Source: an optimization exercise on an open RTL-to-GDS flow (aim: small area and a short achievable clock period). Production flows keep margins and buffers that such runs may drop. The RTL was checked by simulation tests, not by an equivalence proof against the original design. Power and IR drop assume default switching activity.

run A:
## bmu_top
module bmu_top #(
  parameter bit ZBA_EN = 1'b1,
  parameter bit ZBB_EN = 1'b1,
  parameter bit ZBS_EN = 1'b1,
  parameter bit ZBP_EN = 1'b1
) (
  input  logic        clk,
  input  logic        rst_n,
  input  logic        valid_in,
  input  logic [5:0]  op,
  input  logic        csr_ren,
  input  logic [31:0] csr_rddata,
  input  logic [31:0] a,
  input  logic [31:0] b,
  output logic [31:0] result,
  output logic        error
);
==> flow/config.mk <==
export PLATFORM = sky130hd
export DESIGN_NAME = bmu_top
export DESIGN_NICKNAME = bmu_top
export VERILOG_FILES = /design/flow/design.v
export SDC_FILE = /design/flow/constraint.sdc
export NUM_CORES = 4
export LEC_CHECK = 0
export ABC_AREA = 1
export CAP_MARGIN = 20
export CORE_MARGIN = 2
export CORE_UTILIZATION = 45
export PLACE_DENSITY = 0.65
export SETUP_SLACK_MARGIN = 3.0
export SLEW_MARGIN = 20
==> flow/constraint.sdc <==
create_clock -name core_clock -period 7.5 [get_ports {clk}]
set_input_delay 1.5000 -clock core_clock [delete_from_list [all_inputs] [get_ports {clk}]]
set_output_delay 1.5000 -clock core_clock [all_outputs]
set_load 0.01 [all_outputs]
standard.sh (not shown) runs the stock make flow with config.mk's settings and CLKGATE_MAP_FILE= SYNTH_SCRIPT=/design/flow/synth_recipe.tcl, a recipe that flattens the netlist after the stock synthesis.
==> flow/flow/run.sh <==
#!/bin/bash
# The standard layout (standard.sh), with these changes made on its make
# command line / environment:
#  - ADDER_MAP_FILE is left empty, so synthesis does not extract full and
#    half adder cells and ABC maps the adder and popcount trees from gates;
#    the rest of synth_recipe.tcl runs unchanged, so the registers and their
#    names are the standard synthesis's
#  - ports are buffered with sky130_fd_sc_hd__buf_2 instead of the default
#    delay buffer
#  - the steps up to clock tree synthesis repair timing to the setup margin
#    of config.mk; routing and the steps after it repair to a margin of
#    flow/late_margin only
set -euo pipefail
LATE=$(cat flow/late_margin)
sed 's#SYNTH_SCRIPT=#ADDER_MAP_FILE= SYNTH_SCRIPT=#' standard.sh > flow_standard.sh
grep -q "ADDER_MAP_FILE= SYNTH_SCRIPT=" flow_standard.sh
sed "s#SETUP_SLACK_MARGIN=[^ ]*#SETUP_SLACK_MARGIN=$LATE#" flow_standard.sh > flow_standard_late.sh
grep -q "SETUP_SLACK_MARGIN=$LATE " flow_standard_late.sh
export BUFFER_PORTS_ARGS="-buffer_cell sky130_fd_sc_hd__buf_2"
bash flow_standard.sh cts > flow_make_early.log 2>&1
bash flow_standard_late.sh > flow_make_late.log 2>&1
==> flow/flow/late_margin <==
0.5
Run A: no failed stages, no open violations at the end
### run A -> run B
- PLACE_DENSITY now 0.85, was 0.65
- CORE_UTILIZATION now 75, was 45
==> flow/flow/run.sh <==
#!/bin/bash
# The standard layout (standard.sh), with two changes made on its make
# command line / environment:
#  - ADDER_MAP_FILE is left empty, so synthesis does not extract full and
#    half adder cells and ABC maps the adder and popcount trees from gates;
#    the rest of synth_recipe.tcl runs unchanged, so the registers and their
#    names are the standard synthesis's
#  - ports are buffered with sky130_fd_sc_hd__buf_2 instead of the default
#    delay buffer
set -euo pipefail
sed 's#SYNTH_SCRIPT=#ADDER_MAP_FILE= SYNTH_SCRIPT=#' standard.sh > flow_standard.sh
grep -q "ADDER_MAP_FILE= SYNTH_SCRIPT=" flow_standard.sh
export BUFFER_PORTS_ARGS="-buffer_cell sky130_fd_sc_hd__buf_2"
bash flow_standard.sh > flow_make.log 2>&1
removed: flow/flow/late_margin
==> results.txt <==
- Run B never completed, since it errored out during global routing.
- Re number of hold buffers added after CTS: no difference whatsoever between run B and run A.
- Between run A and run B, number of buffers added for setup after CTS decreased.
- Re number of unique standard cell types used by synthesis: no difference whatsoever between run A and run B.
- Overall die width, run A and run B, lower one = run B.
- In the tables for run A and run B, initial core utilization reads higher with run B.
- Fraction of registers with async set or reset after synthesis came out exactly the same in run A and run B.
Relative to run B, the following input files were edited for run C:
- CORE_UTILIZATION: 75 -> 40
- PLACE_DENSITY: 0.85 -> 0.6
- SETUP_SLACK_MARGIN: 3.0 -> 2.8
==> flow/flow/run.sh <==
#!/bin/bash
# The standard layout (standard.sh), with these changes made on its make
# command line / environment:
#  - ADDER_MAP_FILE is left empty, so synthesis does not extract full and
#    half adder cells and ABC maps the adder and popcount trees from gates;
#    the rest of synth_recipe.tcl runs unchanged, so the registers and their
#    names are the standard synthesis's
#  - ports are buffered with sky130_fd_sc_hd__buf_2 instead of the default
#    delay buffer
#  - the steps up to clock tree synthesis repair timing to the setup margin
#    of config.mk; routing and the steps after it repair to a margin of
#    flow/late_margin only
set -euo pipefail
LATE=$(cat flow/late_margin)
sed 's#SYNTH_SCRIPT=#ADDER_MAP_FILE= SYNTH_SCRIPT=#' standard.sh > flow_standard.sh
grep -q "ADDER_MAP_FILE= SYNTH_SCRIPT=" flow_standard.sh
sed "s#SETUP_SLACK_MARGIN=[^ ]*#SETUP_SLACK_MARGIN=$LATE#" flow_standard.sh > flow_standard_late.sh
grep -q "SETUP_SLACK_MARGIN=$LATE " flow_standard_late.sh
export BUFFER_PORTS_ARGS="-buffer_cell sky130_fd_sc_hd__buf_2"
bash flow_standard.sh cts > flow_make_early.log 2>&1
bash flow_standard_late.sh > flow_make_late.log 2>&1
==> flow/flow/late_margin (new file) <==
0.5
## What came out
Having completed the whole flow, run C delivered a layout that passed the timing, design-rule and antenna checks.
Of run B and run C, the run reporting the lower initial standard-cell utilization of the core was run C.
Synthesized cell count: run B vs run C identical
Diff run B -> run C | final HPWL from detailed placement | increase of 34%
Per the comparison of run C with run B, post-synthesis net count about even, die extent in x saw an increase, post-place setup slack now sits lower, die height picked up an extra about 36%, post-CTS resize count now smaller.
--- input diff run C..run D ---
- SETUP_SLACK_MARGIN: 2.8 -> 3.0
- CORE_UTILIZATION: 40 -> 50
- PLACE_DENSITY: 0.6 -> 0.7
==> flow/flow/run.sh <==
#!/bin/bash
# The standard layout (standard.sh), with two changes made on its make
# command line / environment:
#  - ADDER_MAP_FILE is left empty, so synthesis does not extract full and
#    half adder cells and ABC maps the adder and popcount trees from gates;
#    the rest of synth_recipe.tcl runs unchanged, so the registers and their
#    names are the standard synthesis's
#  - ports are buffered with sky130_fd_sc_hd__buf_2 instead of the default
#    delay buffer
set -euo pipefail
sed 's#SYNTH_SCRIPT=#ADDER_MAP_FILE= SYNTH_SCRIPT=#' standard.sh > flow_standard.sh
grep -q "ADDER_MAP_FILE= SYNTH_SCRIPT=" flow_standard.sh
export BUFFER_PORTS_ARGS="-buffer_cell sky130_fd_sc_hd__buf_2"
bash flow_standard.sh > flow_make.log 2>&1
removed: flow/flow/late_margin
Results
STATUS run=run D STAGES=ALL_DONE FINAL_CHECKS=FAILED CAUSE=capacitance limit, slew limit. For combinational power, dividing the value from run D by the value from run C gives 1.2. Looking only at max-capacitance violation count, and setting everything else aside, the lower value of run D and run C goes to run C. Run D ended with less sequential share of layout area than run C. Per the comparison of run D with run C, fraction of power consumed by combinational cells saw an increase; aggregate routed wire length climbed about 9%; relative area of clock buffers and inverters in the final design has decreased; total number of cells along the worst setup path decreased 2. Delta (run D minus run C): clock share of power lost 3.5 points, utilization of the core after routing picked up an extra 22 points, via total after detailed routing picked up an extra 2082, setup slack picked up an extra 0.028 ns.

* * *

Starting RTL as in the previous note.
clock: 7.5 ns
lec_check: 0
abc_area: 1
cap_margin: 10
core_margin: 2
core_utilization: 40
place_density: 0.6
setup_slack_margin: 3.0
slew_margin: 10
==> flow/flow/run.sh <==
#!/bin/bash
# The standard layout (standard.sh), with these changes made on its make
# command line / environment:
#  - ADDER_MAP_FILE is left empty, so synthesis does not extract full and
#    half adder cells and ABC maps the adder and popcount trees from gates;
#    the rest of synth_recipe.tcl runs unchanged, so the registers and their
#    names are the standard synthesis's
#  - ports are buffered with sky130_fd_sc_hd__buf_2 instead of the default
#    delay buffer
#  - the steps up to clock tree synthesis repair timing to the setup margin
#    of config.mk; routing and the steps after it repair to a margin of
#    flow/late_margin only
set -euo pipefail
LATE=$(cat flow/late_margin)
sed 's#SYNTH_SCRIPT=#ADDER_MAP_FILE= SYNTH_SCRIPT=#' standard.sh > flow_standard.sh
grep -q "ADDER_MAP_FILE= SYNTH_SCRIPT=" flow_standard.sh
sed "s#SETUP_SLACK_MARGIN=[^ ]*#SETUP_SLACK_MARGIN=$LATE#" flow_standard.sh > flow_standard_late.sh
grep -q "SETUP_SLACK_MARGIN=$LATE " flow_standard_late.sh
export BUFFER_PORTS_ARGS="-buffer_cell sky130_fd_sc_hd__buf_2"
bash flow_standard.sh cts > flow_make_early.log 2>&1
bash flow_standard_late.sh > flow_make_late.log 2>&1
==> flow/flow/late_margin <==
0.5
The starting point produced a clean layout.
==> next run, changes <==
==> flow/flow/run.sh (replaced) <==
#!/bin/bash
# The standard layout (standard.sh), with two changes made on its make
# command line / environment:
#  - ADDER_MAP_FILE is left empty, so synthesis does not extract full and
#    half adder cells and ABC maps the adder and popcount trees from gates;
#    the rest of synth_recipe.tcl runs unchanged, so the registers and their
#    names are the standard synthesis's
#  - ports are buffered with sky130_fd_sc_hd__buf_2 instead of the default
#    delay buffer
set -euo pipefail
sed 's#SYNTH_SCRIPT=#ADDER_MAP_FILE= SYNTH_SCRIPT=#' standard.sh > flow_standard.sh
grep -q "ADDER_MAP_FILE= SYNTH_SCRIPT=" flow_standard.sh
export BUFFER_PORTS_ARGS="-buffer_cell sky130_fd_sc_hd__buf_2"
bash flow_standard.sh > flow_make.log 2>&1
CAP_MARGIN = 20   (was 10)
SLEW_MARGIN = 20   (was 10)
removed: flow/flow/late_margin
Clock skew stays the same.
Critical path depth grows by 16.
Routed wire length rises by about 2.5%.
Setup slack gets better by 0.20 ns.
Hold slack gets better by 0.0068 ns.
Power increases by about 9%.
Non-clock buffer count goes up by 90.
Global-route usage does not change.
Area after synthesis does not change.
Design area increases by 14%.

* * *

bmu_top again, from the RTL that the note above started with.
==> flow/config.mk <==
export PLATFORM = sky130hd
export DESIGN_NAME = bmu_top
export DESIGN_NICKNAME = bmu_top
export VERILOG_FILES = /design/flow/design.v
export SDC_FILE = /design/flow/constraint.sdc
export NUM_CORES = 4
export LEC_CHECK = 0
export ABC_AREA = 1
export CAP_MARGIN = 20
export CORE_MARGIN = 2
export CORE_UTILIZATION = 45
export PLACE_DENSITY = 0.65
export SETUP_SLACK_MARGIN = 3.0
export SLEW_MARGIN = 20
==> flow/constraint.sdc <==
create_clock -name core_clock -period 7.5 [get_ports {clk}]
set_input_delay 1.5000 -clock core_clock [delete_from_list [all_inputs] [get_ports {clk}]]
set_output_delay 1.5000 -clock core_clock [all_outputs]
set_load 0.01 [all_outputs]
==> flow/flow/run.sh <==
#!/bin/bash
# The standard layout (standard.sh), with these changes made on its make
# command line / environment:
#  - ADDER_MAP_FILE is left empty, so synthesis does not extract full and
#    half adder cells and ABC maps the adder and popcount trees from gates;
#    the rest of synth_recipe.tcl runs unchanged, so the registers and their
#    names are the standard synthesis's
#  - ports are buffered with sky130_fd_sc_hd__buf_2 instead of the default
#    delay buffer
#  - the steps up to clock tree synthesis repair timing to the setup margin
#    of config.mk; routing and the steps after it repair to a margin of
#    flow/late_margin only
set -euo pipefail
LATE=$(cat flow/late_margin)
sed 's#SYNTH_SCRIPT=#ADDER_MAP_FILE= SYNTH_SCRIPT=#' standard.sh > flow_standard.sh
grep -q "ADDER_MAP_FILE= SYNTH_SCRIPT=" flow_standard.sh
sed "s#SETUP_SLACK_MARGIN=[^ ]*#SETUP_SLACK_MARGIN=$LATE#" flow_standard.sh > flow_standard_late.sh
grep -q "SETUP_SLACK_MARGIN=$LATE " flow_standard_late.sh
export BUFFER_PORTS_ARGS="-buffer_cell sky130_fd_sc_hd__buf_2"
bash flow_standard.sh cts > flow_make_early.log 2>&1
bash flow_standard_late.sh > flow_make_late.log 2>&1
==> flow/flow/late_margin <==
1.5
Next try:
==> flow/flow/late_margin (replaced) <==
0.5
--- a/flow/config.mk
+++ b/flow/config.mk
@@ -10,4 +10,4 @@
 export CORE_MARGIN = 2
-export CORE_UTILIZATION = 45
-export PLACE_DENSITY = 0.65
+export CORE_UTILIZATION = 40
+export PLACE_DENSITY = 0.6
 export SETUP_SLACK_MARGIN = 3.0
Effect:
- cell count went up by about 0.7%
- synthesized area stays the same
- routed wire length went down by about 0.7%
- design area stays flat
Next try:
==> flow/run.sh (new file) <==
#!/bin/bash
# synth_recipe.tcl (not shown) runs the flow's synth.tcl, then flattens the netlist and writes it again
# the make line also repeats each setting of config.mk as NAME=value (left out here)
make -C /OpenROAD-flow-scripts/flow DESIGN_CONFIG=/design/flow/config.mk WORK_HOME=/design/flow/orfs CLKGATE_MAP_FILE= SYNTH_SCRIPT=/design/flow/synth_recipe.tcl finish
--- a/flow/config.mk
+++ b/flow/config.mk
@@ -10,5 +10,5 @@
 export CORE_MARGIN = 2
-export CORE_UTILIZATION = 40
-export PLACE_DENSITY = 0.6
-export SETUP_SLACK_MARGIN = 3.0
+export CORE_UTILIZATION = 50
+export PLACE_DENSITY = 0.7
+export SETUP_SLACK_MARGIN = 2.0
 export SLEW_MARGIN = 20
removed: flow/flow/run.sh
removed: flow/flow/late_margin
removed: flow/standard.sh
Outcome: The new run passed the timing, design-rule and antenna checks; cell area increases by 6.1%; count of clock-buffer cells in the layout does not change; global-route usage increases by 8.6 points; die area decreases by 22%; worst setup slack loses 870 ps.
Next try:
==> flow/flow/run.sh (new file) <==
#!/bin/bash
# The standard layout (standard.sh), with these changes made on its make
# command line / environment:
#  - ADDER_MAP_FILE is left empty, so synthesis does not extract full and
#    half adder cells and ABC maps the adder and popcount trees from gates;
#    the rest of synth_recipe.tcl runs unchanged, so the registers and their
#    names are the standard synthesis's
#  - ports are buffered with sky130_fd_sc_hd__buf_2 instead of the default
#    delay buffer
#  - the steps up to clock tree synthesis repair timing to the setup margin
#    of config.mk; routing and the steps after it repair to a margin of
#    flow/late_margin only
set -euo pipefail
LATE=$(cat flow/late_margin)
sed 's#SYNTH_SCRIPT=#ADDER_MAP_FILE= SYNTH_SCRIPT=#' standard.sh > flow_standard.sh
grep -q "ADDER_MAP_FILE= SYNTH_SCRIPT=" flow_standard.sh
sed "s#SETUP_SLACK_MARGIN=[^ ]*#SETUP_SLACK_MARGIN=$LATE#" flow_standard.sh > flow_standard_late.sh
grep -q "SETUP_SLACK_MARGIN=$LATE " flow_standard_late.sh
export BUFFER_PORTS_ARGS="-buffer_cell sky130_fd_sc_hd__buf_2"
bash flow_standard.sh cts > flow_make_early.log 2>&1
bash flow_standard_late.sh > flow_make_late.log 2>&1
==> flow/flow/late_margin (new file) <==
2.7
==> flow/standard.sh (new file) <==
#!/bin/bash
# synth_recipe.tcl (not shown) runs the flow's synth.tcl, then flattens the netlist and writes it again
# the make line also repeats each setting of config.mk as NAME=value (left out here)
make -C /OpenROAD-flow-scripts/flow DESIGN_CONFIG=/design/flow/config.mk WORK_HOME=/design/flow/orfs CLKGATE_MAP_FILE= SYNTH_SCRIPT=/design/flow/synth_recipe.tcl "${@:-finish}"
--- a/flow/config.mk
+++ b/flow/config.mk
@@ -10,5 +10,5 @@
 export CORE_MARGIN = 2
-export CORE_UTILIZATION = 50
-export PLACE_DENSITY = 0.7
-export SETUP_SLACK_MARGIN = 2.0
+export CORE_UTILIZATION = 40
+export PLACE_DENSITY = 0.6
+export SETUP_SLACK_MARGIN = 3.0
 export SLEW_MARGIN = 20
removed: flow/run.sh
Global-route usage decreases by 8.6 points; routed wire length increases by 6.5%; die area increases by 29%.

## separate check: timing with driven ports
The results above use ideal ports. As a check the final layouts listed here were re-extracted and re-timed, cells and wires unchanged. Step 1 sets driving cells, clkbuf_16 on the clock port and buf_2 on the other inputs (assumed; they add their load-dependent delay and slew). Step 2 moves the port delays by t, midway between the first and last clock arrival at a register: inputs arrive t later, outputs are due t later. That takes back most of the time a late clock gives input paths. Slacks: ideal / step 1 / step 2; pairs: ideal / step 1.
| run | shift t [ns] | slack for setup (ns) | cell pins on the clock port's net |
|---|---|---|---|
| run A | 0.338 | 2.788 / 2.774 / 2.436 | 1 |
| run C | 0.340 | 2.543 / 2.567 / 2.227 | 1 |
| run D | 0.337 | 2.571 / 2.589 / 2.252 | 1 |
| the first run of note 2 | 0.341 | 2.792 / 2.815 / 2.474 | 1 |
| the second run of note 2 | 0.339 | 2.991 / 2.975 / 2.636 | 1 |
| the first run of note 3 | 0.338 | 2.788 / 2.774 / 2.436 | 1 |
| the second run of note 3 | 0.341 | 2.792 / 2.815 / 2.474 | 1 |
| the third run of note 3 | 0.328 | 1.925 / 1.942 / 1.614 | 1 |
| the fourth run of note 3 | 0.341 | 2.742 / 2.765 / 2.425 | 1 |
The setup slack of the second run of note 2, which loses most, moves by -0.016 ns with the drivers and by -0.355 ns with both steps.
